This is an optimization exercise on Yosys and OpenROAD, whose aim is small area and a short achievable clock period, not a production implementation.
In this exercise RTL edits were held to simulation tests only and were not proved equivalent to the original.

==> flow/design.v <==
module span_screensaver_engine (
  input  logic          clk12p5mhz_clk,
  input  logic          reset,
  input  logic          tick,
  input  logic          scroll_en,
  input  logic [7:0]    coordinate_x,
  input  logic [6:0]    coordinate_y,
  input  logic          wr_en,
  input  logic [7:0]    wr_col,
  input  logic [1:0]    wr_span,
  input  logic [6:0]    wr_lower,
  input  logic [6:0]    wr_upper,
  input  logic          pal_we,
  input  logic [3:0]    pal_addr,
  input  logic [15:0]   pal_data,
  output logic          wr_ready,
  output logic [1:0]    phase,
  output logic [15:0]   volume_color
);
  localparam int NCOL = 96;
  logic              run_q;         
  logic [6:0]        cnt_q;         
  logic [6:0]        scroll_q;
  logic              ph_q;
  logic [15:0]       pcol_q;
  logic [2:0]        hsel_q;
  logic [1:0][2:0]   ha_q, hb_q, mb_q;
  logic [5:0][15:0]  pal_q;         
  logic [NCOL-1:0][10:0] span0_q, span1_q;    
  logic        wr_ok;
  logic [1:0][3:0] pa;
  logic [3:0]  pb;
  logic [5:0]  pc;
  logic [2:0][10:0] wdata;           
  assign wr_ok = wr_en && !wr_col[7] && !wr_span[1];
  always_comb begin
    for (int i = 0; i < 4; i++) begin
      pa[0][i] = run_q ? (wr_ok && !wr_span[0] && wr_col[1:0] == 2'(i)) : (cnt_q[1:0] == 2'(i));
      pa[1][i] = run_q ? (wr_ok &&  wr_span[0] && wr_col[1:0] == 2'(i)) : (cnt_q[1:0] == 2'(i));
      pb[i]    = run_q ? (wr_col[3:2] == 2'(i)) : (cnt_q[3:2] == 2'(i));
    end
    for (int i = 0; i < 6; i++)
      pc[i]    = run_q ? (wr_col[6:4] == 3'(i)) : (cnt_q[6:4] == 3'(i));
  end
  for (genvar k = 0; k < 3; k++) begin : g_wenc
    span_screensaver_wenc u_wenc (.run(run_q), .lower(wr_lower), .upper(wr_upper), .data(wdata[k]));
  end
  always_ff @(posedge clk12p5mhz_clk) begin
    for (int c = 0; c < NCOL; c++) begin
      if (pa[0][c % 4] && pb[(c / 4) % 4] && pc[c / 16]) span0_q[c] <= wdata[c / 32];
      if (pa[1][c % 4] && pb[(c / 4) % 4] && pc[c / 16]) span1_q[c] <= wdata[c / 32];
    end
  end
  always_ff @(posedge clk12p5mhz_clk) begin
    if (reset) begin
      run_q    <= 1'b0;
      cnt_q    <= '0;
      scroll_q <= '0;
      ph_q     <= 1'b0;
    end else begin
      if (!run_q) begin
        if (cnt_q == 7'd95) run_q <= 1'b1;
        else                cnt_q <= cnt_q + 7'd1;
      end
      if (tick) begin
        ph_q <= !ph_q;
        if (scroll_en) scroll_q <= (scroll_q == 7'd95) ? 7'd0 : scroll_q + 7'd1;
      end
    end
  end
  localparam logic [95:0] PAL_INIT = {
    16'hFFFF, 16'h07FF, 16'hF81F,     
    16'h001F, 16'h07E0, 16'hF800      
  };
  logic [5:0]  pal_ld;
  logic [15:0] pal_d1, pal_d0;      
  always_comb begin
    for (int e = 0; e < 6; e++)
      pal_ld[e] = reset || (pal_we && !pal_addr[3] &&
                            pal_addr[2:0] == ((e < 3) ? 3'(e) : 3'(e + 1)));
    pal_d1 = pal_data | {16{reset}};
    pal_d0 = pal_data & {16{!reset}};
  end
  always_ff @(posedge clk12p5mhz_clk)
    for (int e = 0; e < 6; e++)
      if (pal_ld[e]) pal_q[e] <= (pal_d1 & PAL_INIT[16*e +: 16]) | (pal_d0 & ~PAL_INIT[16*e +: 16]);
  logic [4:0]  sl, d;
  logic [1:0]  t0;
  logic [3:0]  t1;
  logic [7:0]  t2;
  logic [15:0] t3;
  logic [31:0] t4, below;
  logic [31:0] lo_sel;
  logic        c5;
  logic [1:0]  xh, sh;
  logic [2:0]  hi_sel;
  logic [2:0][10:0] g0_n, g1_n;      
  logic [1:0][2:0] ha, hb, mb;
  logic        visible;
  logic [1:0]  sect;
  logic [15:0] pcol;
  always_comb begin
    sl = scroll_q[4:0];
    for (int v = 0; v < 32; v++) begin
      d = v[4:0] - sl;
      if (v < 2)  t0[v] = d[0];
      if (v < 4)  t1[v] = d[1];
      if (v < 8)  t2[v] = d[2];
      if (v < 16) t3[v] = d[3];
      t4[v] = d[4];
      below[v] = v[4:0] < sl;
    end
  end
  span_screensaver_losel u_dec (
    .x(coordinate_x[4:0]), .t0(t0), .t1(t1), .t2(t2), .t3(t3), .t4(t4), .sel(lo_sel)
  );
  for (genvar k = 0; k < 3; k++) begin : g_grp
    for (genvar b = 0; b < 11; b++) begin : g_bit
      logic [31:0] d0, d1;
      for (genvar j = 0; j < 32; j++) begin : g_col
        assign d0[j] = span0_q[32*k + j][b];
        assign d1[j] = span1_q[32*k + j][b];
      end
      span_screensaver_gather32 u_g0 (.sel(lo_sel), .d(d0), .y_n(g0_n[k][b]));
      span_screensaver_gather32 u_g1 (.sel(lo_sel), .d(d1), .y_n(g1_n[k][b]));
    end
    span_screensaver_hit u_h0 (.e_n(g0_n[k]), .y(coordinate_y[5:0]),
                               .hit_a(ha[0][k]), .hit_b(hb[0][k]), .mode_b(mb[0][k]));
    span_screensaver_hit u_h1 (.e_n(g1_n[k]), .y(coordinate_y[5:0]),
                               .hit_a(ha[1][k]), .hit_b(hb[1][k]), .mode_b(mb[1][k]));
  end
  always_comb begin
    c5 = |(lo_sel & below);
    xh = coordinate_x[6:5];
    sh = scroll_q[6:5];
    for (int k = 0; k < 3; k++)
      hi_sel[k] = (xh == 2'(k)              && ((sh == 2'd0 && !c5) || (sh == 2'd2 && c5))) ||
                  (xh == 2'((k + 2) % 3)    && ((sh == 2'd1 && !c5) || (sh == 2'd0 && c5))) ||
                  (xh == 2'((k + 1) % 3)    && ((sh == 2'd2 && !c5) || (sh == 2'd1 && c5)));
    if (coordinate_x <= 8'd30)      sect = 2'd0;
    else if (coordinate_x <= 8'd65) sect = 2'd1;
    else                            sect = 2'd2;
    visible = run_q && (coordinate_x < 8'd96) &&
              (coordinate_y >= 7'd2) && (coordinate_y < 7'd62);
    pcol = (visible && !reset) ? pal_q[ph_q ? 3 + sect : sect] : 16'h0000;
  end
  always_ff @(posedge clk12p5mhz_clk) begin
    pcol_q <= pcol;
    ha_q   <= ha;
    hb_q   <= hb;
    mb_q   <= mb;
    hsel_q <= hi_sel;
  end
  assign wr_ready     = run_q;
  assign phase        = {1'b0, ph_q};
  for (genvar i = 0; i < 4; i++) begin : g_out
    span_screensaver_out4 u_out (
      .ha(ha_q), .hb(hb_q), .mb(mb_q), .hsel(hsel_q), .pcol(pcol_q[4*i +: 4]),
      .color(volume_color[4*i +: 4])
    );
  end
endmodule
module span_screensaver_out4 (
  input  logic [1:0][2:0] ha,
  input  logic [1:0][2:0] hb,
  input  logic [1:0][2:0] mb,
  input  logic [2:0]      hsel,
  input  logic [3:0]      pcol,
  output logic [3:0]      color
);
  logic [1:0][2:0] h;
  always_comb begin
    for (int sp = 0; sp < 2; sp++)
      for (int k = 0; k < 3; k++)
        h[sp][k] = mb[sp][k] ? hb[sp][k] : ha[sp][k];
    color = (|((h[0] | h[1]) & hsel)) ? pcol : 4'h0;
  end
endmodule
module span_screensaver_wenc (
  input  logic        run,
  input  logic [6:0]  lower,
  input  logic [6:0]  upper,
  output logic [10:0] data
);
  logic [6:0] wa, wb;
  logic       wempty, wcaseb;
  logic [4:0] wp;
  logic [5:0] wq;
  always_comb begin
    wa     = (lower < 7'd2)  ? 7'd2  : lower;
    wb     = (upper > 7'd61) ? 7'd61 : upper;
    wempty = wa > wb;
    wcaseb = wa[5];
    wp     = wcaseb ? wb[4:0] + 5'd1 : wa[4:0];
    wq     = wcaseb ? {1'b0, wa[4:0]} : wb[5:0];
    data   = (run && !wempty) ? {wp, wq} : 11'd0;
  end
endmodule
module span_screensaver_gather32 (
  input  logic [31:0] sel,
  input  logic [31:0] d,
  output logic        y_n
);
  logic [10:0] n;
  for (genvar i = 0; i < 10; i++) begin : g_aoi
    span_screensaver_aoi222 u_aoi (.s(sel[3*i +: 3]), .d(d[3*i +: 3]), .y(n[i]));
  end
  span_screensaver_aoi22 u_aoi22 (.s(sel[31:30]), .d(d[31:30]), .y(n[10]));
  assign y_n = ~(~&n[3:0] | ~&n[7:4] | ~&n[10:8]);
endmodule
module span_screensaver_aoi22 (
  input  logic [1:0] s,
  input  logic [1:0] d,
  output logic       y
);
  assign y = ~|(s & d);
endmodule
module span_screensaver_aoi222 (
  input  logic [2:0] s,
  input  logic [2:0] d,
  output logic       y
);
  assign y = ~|(s & d);
endmodule
module span_screensaver_losel (
  input  logic [4:0]  x,
  input  logic [1:0]  t0,
  input  logic [3:0]  t1,
  input  logic [7:0]  t2,
  input  logic [15:0] t3,
  input  logic [31:0] t4,
  output logic [31:0] sel
);
  always_comb begin
    for (int j = 0; j < 32; j++)
      sel[j] = (x[0] == t0[j % 2]) & (x[1] == t1[j % 4]) & (x[2] == t2[j % 8]) &
               (x[3] == t3[j % 16]) & (x[4] == t4[j]);
  end
endmodule
module span_screensaver_hit (
  input  logic [10:0] e_n,
  input  logic [5:0]  y,
  output logic        hit_a,
  output logic        hit_b,
  output logic        mode_b
);
  function automatic logic lt6(input logic [5:0] a, input logic [5:0] b);
    logic [5:0] g, l;
    logic [2:0] lp, gp;
    g = a & ~b;
    l = ~a & b;
    for (int i = 0; i < 3; i++) begin
      lp[i] = l[2*i+1] | (~g[2*i+1] & l[2*i]);
      gp[i] = g[2*i+1] | (~l[2*i+1] & g[2*i]);
    end
    lt6 = lp[2] | (~gp[2] & (lp[1] | (~gp[1] & lp[0])));
  endfunction
  logic [5:0] p, q;
  always_comb begin
    p      = {1'b0, ~e_n[10:6]};
    q      = ~e_n[5:0];
    mode_b = lt6(q, p);
    hit_a  = !lt6(y, p) && !lt6(q, y);
    hit_b  = y[5] && !lt6({1'b0, y[4:0]}, {1'b0, q[4:0]}) && lt6({1'b0, y[4:0]}, p);
  end
endmodule
==> flow/config.mk <==
export PLATFORM = sky130hd
export DESIGN_NAME = span_screensaver_engine
export DESIGN_NICKNAME = span_screensaver_engine
export VERILOG_FILES = /design/flow/design.v
export SDC_FILE = /design/flow/constraint.sdc
export NUM_CORES = 4
export LEC_CHECK = 0
export CAP_MARGIN = 20
export CORE_MARGIN = 2
export CORE_UTILIZATION = 62
export CTS_CLUSTER_DIAMETER = 80
export CTS_CLUSTER_SIZE = 25
export SLEW_MARGIN = 20
export SYNTH_HIERARCHICAL = 1
export SYNTH_MINIMUM_KEEP_SIZE = 0
==> flow/constraint.sdc <==
create_clock -name core_clock -period 10.0 [get_ports {clk12p5mhz_clk}]
set_input_delay 2.0000 -clock core_clock [delete_from_list [all_inputs] [get_ports {clk12p5mhz_clk}]]
set_output_delay 2.0000 -clock core_clock [all_outputs]
set_load 0.01 [all_outputs]
standard.sh (not shown) runs the stock make flow with config.mk's settings and CLKGATE_MAP_FILE= SYNTH_SCRIPT=/design/flow/synth_recipe.tcl, a recipe that flattens the netlist after the stock synthesis.
==> flow/flow/run.sh <==
#!/bin/bash
cp standard.sh standard_sh_used.log 2>/dev/null
export BUFFER_PORTS_ARGS="-buffer_cell sky130_fd_sc_hd__buf_4"
export SETUP_SLACK_MARGIN=5.4
bash standard.sh > standard_flow.log 2>&1
exit $?
The first run passed the timing, design-rule and antenna checks.
==> next run, changes <==
==> flow/flow/run.sh (replaced) <==
#!/bin/bash
cp standard.sh standard_sh_used.log 2>/dev/null
export BUFFER_PORTS_ARGS="-buffer_cell sky130_fd_sc_hd__buf_4"
export SETUP_SLACK_MARGIN=5.6
bash standard.sh > standard_flow.log 2>&1
exit $?
- CORE_UTILIZATION: 62 -> 55
Result: Design area is higher by a few percent. Sequential share of layout area went down by 2.7 points. Global-route usage went down by 2.3 points. Synthesized cell count does not change. Setup slack gains 0.16 ns. Clock skew went up by 0.010 ns. Non-clock buffer count grows by 114. Utilization went down by 5.2 points.

========
span_screensaver_engine, a different RTL version from the one above (not shown whole).
Size in the first run: roughly 4,700 cells after synthesis, ~84 I/O pins, about 85,000 sq um of cells after synthesis.
clock: 10.0 ns
lec_check: 0
cap_margin: 20
core_margin: 2
core_utilization: 55
cts_cluster_diameter: 80
cts_cluster_size: 25
setup_slack_margin: 5
slew_margin: 20
synth_hierarchical: 1
synth_minimum_keep_size: 0
run.sh (not shown) runs the stock make flow with config.mk's settings and CLKGATE_MAP_FILE= SYNTH_SCRIPT=/design/flow/synth_recipe.tcl, a recipe that flattens the netlist after the stock synthesis.
Stock flow here: none of the scripts above is used.
The baseline passed the timing, design-rule and antenna checks.
Edit:
==> flow/flow/run.sh (new file) <==
#!/bin/bash
cp standard.sh standard_sh_used.log 2>/dev/null
export BUFFER_PORTS_ARGS="-buffer_cell sky130_fd_sc_hd__buf_4"
export SETUP_SLACK_MARGIN=5.3
bash standard.sh > standard_flow.log 2>&1
exit $?
==> flow/standard.sh (new file) <==
#!/bin/bash
# synth_recipe.tcl (not shown) runs the flow's synth.tcl, then flattens the netlist and writes it again
# the make line also repeats each setting of config.mk as NAME=value (left out here)
make -C /OpenROAD-flow-scripts/flow DESIGN_CONFIG=/design/flow/config.mk WORK_HOME=/design/flow/orfs CLKGATE_MAP_FILE= SYNTH_SCRIPT=/design/flow/synth_recipe.tcl "${@:-finish}"
SETUP_SLACK_MARGIN = default   (was 5)
removed: flow/run.sh
What happened:
- design area fell slightly
- maximum frequency increases slightly
- die area does not change
- critical path depth came out lower by 1
- setup slack improves by 93 ps
- flip-flop and latch count stays the same
- routed wire length decreases by roughly a tenth
- global-route usage decreases by 3.3 points
- area after synthesis does not change

-- re-timing with driven ports --
Ports are ideal in the flow. The routed layouts listed here were re-timed in OpenROAD.
Step 1 (the two cells are an assumption about what drives the block):
set clk [get_ports {clk12p5mhz_clk}]
set_driving_cell -lib_cell sky130_fd_sc_hd__clkbuf_16 $clk
set_driving_cell -lib_cell sky130_fd_sc_hd__buf_2 [delete_from_list [all_inputs] $clk]
Step 2, shift: input delay + t, output delay - t, t = (earliest + latest rising clock arrival at the registers) / 2. This alone moves slack from input paths to output paths.
Three values: no drivers, after step 1, after step 2; two values: the first two.
run	t (ns)	slack for setup (ns)	worst data-port slew with drivers (ns)	pins driven straight from the clock port
the first run of note 1	0.835	5.247 / 5.308 / 4.473	0.10	1
the second run of note 1	0.845	5.406 / 5.430 / 4.585	0.09	1
the first run of note 2	0.853	4.653 / 4.632 / 3.779	0.11	1
the second run of note 2	0.843	4.746 / 4.687 / 3.845	0.21	1
After both steps setup and hold are still met in every run listed. The setup slack of the second run of note 2, which loses most, moves by -0.059 ns with the drivers and by -0.901 ns with both steps.
